From an optimization exercise on the open Yosys and OpenROAD flow, aimed at small area, a short achievable clock period and few clock cycles; shortcuts taken in it are not production practice. Only simulation tests tie the RTL to the original design; equivalence was not proved. Power figures rest on the tool's default switching activity, not on a simulated workload.

## maple
==> flow/design.v (excerpt) <==
module box_smoothing_3x3_edge_mean
#(
  parameter int MAX_SIDE = 16
) (
  input  logic              clk,
  input  logic              rst,
  input  logic              cfg_write,
  input  logic [SIZE_W-1:0] image_size,
  input  logic              in_valid,
  output logic              in_stall,
  input  logic [PIX_W-1:0]  pixel,
  output logic              out_valid,
  input  logic              out_stall,
  output logic [PIX_W-1:0]  smoothed,
  output logic [POS_W-1:0]  out_row,
  output logic [POS_W-1:0]  out_col,
  output logic              last_of_run,
  output logic              frame_done
);
Size in the first run: roughly 38 I/O pins, roughly 16000 µm² of cells after synthesis.
Settings: LEC_CHECK=0, CAP_MARGIN=20, CORE_MARGIN=2, CORE_UTILIZATION=65, PLACE_DENSITY=0.75, SETUP_SLACK_MARGIN=3.9, SLEW_MARGIN=20; clock period 6.5 ns.
run.sh (not shown) runs the stock make flow with config.mk's settings and CLKGATE_MAP_FILE= SYNTH_SCRIPT=/design/flow/synth_recipe.tcl, a recipe that flattens the netlist after the stock synthesis.
Having completed the whole flow, maple delivered a layout that passed the timing, design-rule and antenna checks.
Testbench counts of maple, summed over its fixed seeds: cycles 10,935.
The following lists how cedar was set up differently from maple:
Settings: CORE_UTILIZATION: 65 -> 40; PLACE_DENSITY: 0.75 -> unset.
--- outcome ---
[compare] base=maple new=cedar: worst-case headroom to the max-slew limit shows an increase of 2.5 points, count of plain and timing-repair buffers in the layout went up by 13, clock distribution area overhead in the final layout ~0 delta. In terms of clock insertion delay at the later pin of the skew report, cedar and maple differ only marginally. Higher worst voltage drop across the vdd grid was reported by maple, not cedar. The lower routed length per placed instance came out of cedar. [diff] final design instance area without fill, cedar relative to maple: regression. cedar ends up with a via count of the first global-routing pass that is about 3% lower than in maple.
The inputs of tundra differ from those of cedar as listed below.
Settings: a change of SETUP_SLACK_MARGIN from 3.9 to 4.0.
[summary]
tundra: done, clean on timing, DRC and antenna
cedar → tundra: count of vias placed by the detailed router rose by 181; worst setup slack rose by 0.042 ns; non-clock buffer count rose by 26; fraction of power spent switching nets rose by 0.29 points; portion of total power attributed to the clock network fell by 1.3 points.
Against cedar as the reference, tundra delivers a higher iteration-0 DRC count of the detailed router.
The estimated power of tundra ends up higher than the estimate for cedar.
Cmp tundra vs cedar: total global routing track utilization higher in tundra
tundra ended with more critical-path maximum fanout than cedar.
Max critical path depth across tundra and cedar: tundra
> inputs changed (tundra -> sierra)
Settings: setting CTS_CLUSTER_SIZE to 25 for the first time; changing SETUP_SLACK_MARGIN from 4.0 to 3.9; setting CTS_BUF_LIST to sky130_fd_sc_hd__clkbuf_8 for the first time.
Findings:
- Looking at timing endpoint of the critical path, the smoothed[7] result is from sierra; the u_div.x[12] one comes from tundra.
- Worst-path cell with the longest stage delay: sky130_fd_sc_hd__fa_1 -> sierra, sky130_fd_sc_hd__or4b_4 -> tundra
- Diff tundra -> sierra: final weighted congestion in routability-driven placement moved down, clock period minus worst slack essentially unchanged, power dissipated in combinational cells saw a decrease.

========
Another version of the RTL of box_smoothing_3x3_edge_mean (not shown whole).
For scale: ~1600 cells after synthesis, ~410 flip-flops, roughly 38 I/O pins.
Design box_smoothing_3x3_edge_mean, start of the top module:
module box_smoothing_3x3_edge_mean
#(
  parameter int MAX_SIDE = 16
) (
  input  logic              clk,
  input  logic              rst,
  input  logic              cfg_write,
  input  logic [SIZE_W-1:0] image_size,
  input  logic              in_valid,
  output logic              in_stall,
  input  logic [PIX_W-1:0]  pixel,
  output logic              out_valid,
  input  logic              out_stall,
  output logic [PIX_W-1:0]  smoothed,
  output logic [POS_W-1:0]  out_row,
  output logic [POS_W-1:0]  out_col,
  output logic              last_of_run,
  output logic              frame_done
);
clock: 6.5 ns
lec_check: 0
abc_area: 1
cap_margin: 0
core_margin: 2
core_utilization: 65
cts_cluster_diameter: 80
cts_cluster_size: 34
place_density: 0.75
setup_slack_margin: 4.0
slew_margin: 0
Testbench counts at the start, summed over its fixed seeds: cycles 10,935.
Rerun with:
Settings changed: CTS_CLUSTER_DIAMETER 80 to 100, CTS_CLUSTER_SIZE 34 to 24, SETUP_SLACK_MARGIN 4.0 to 3.9.
- clock skew goes down by 0.0097 ns
- register-to-register slack barely changes
- design area goes down by about 0.64%

## afterwards: timing with drivers on the ports
No port has a modelled driver above. Below, the same layouts with a new extraction and two added sets of constraints.
Step 1: set_driving_cell puts a clkbuf_16 on clk and a buf_2 on each other input, an assumption about the parent block.
Step 2 adds t to the input delays and takes it off the output delays; t is the mean of the earliest and latest rising clock arrival at the registers after step 1. Input paths then give back, and output paths get back, about the clock's delay inside the block.
a / b / c = no drivers / after step 1 / after step 2; a / b = the first two.
| run | t, ns | setup slack, ns | clock arrival spread, ns | worst data-port slew with drivers (ns) |
|---|---|---|---|---|
| maple | 0.587 | 3.892 / 3.892 / 3.409 | 0.024 / 0.025 | 0.03 |
| cedar | 0.598 | 3.850 / 3.850 / 3.460 | 0.024 / 0.024 | 0.04 |
| tundra | 0.599 | 3.892 / 3.892 / 3.567 | 0.024 / 0.025 | 0.03 |
| sierra | 0.647 | 3.891 / 3.891 / 3.440 | 0.027 / 0.027 | 0.04 |
| the first run of note 2 | 0.552 | 4.006 / 3.988 / 3.587 | 0.033 / 0.032 | 0.04 |
| the second run of note 2 | 0.562 | 3.959 / 3.911 / 3.678 | 0.027 / 0.027 | 0.03 |
After both steps every run listed still meets setup and hold. The setup slack of maple, which loses most, moves by 0.000 ns with the drivers and by -0.483 ns with both steps.
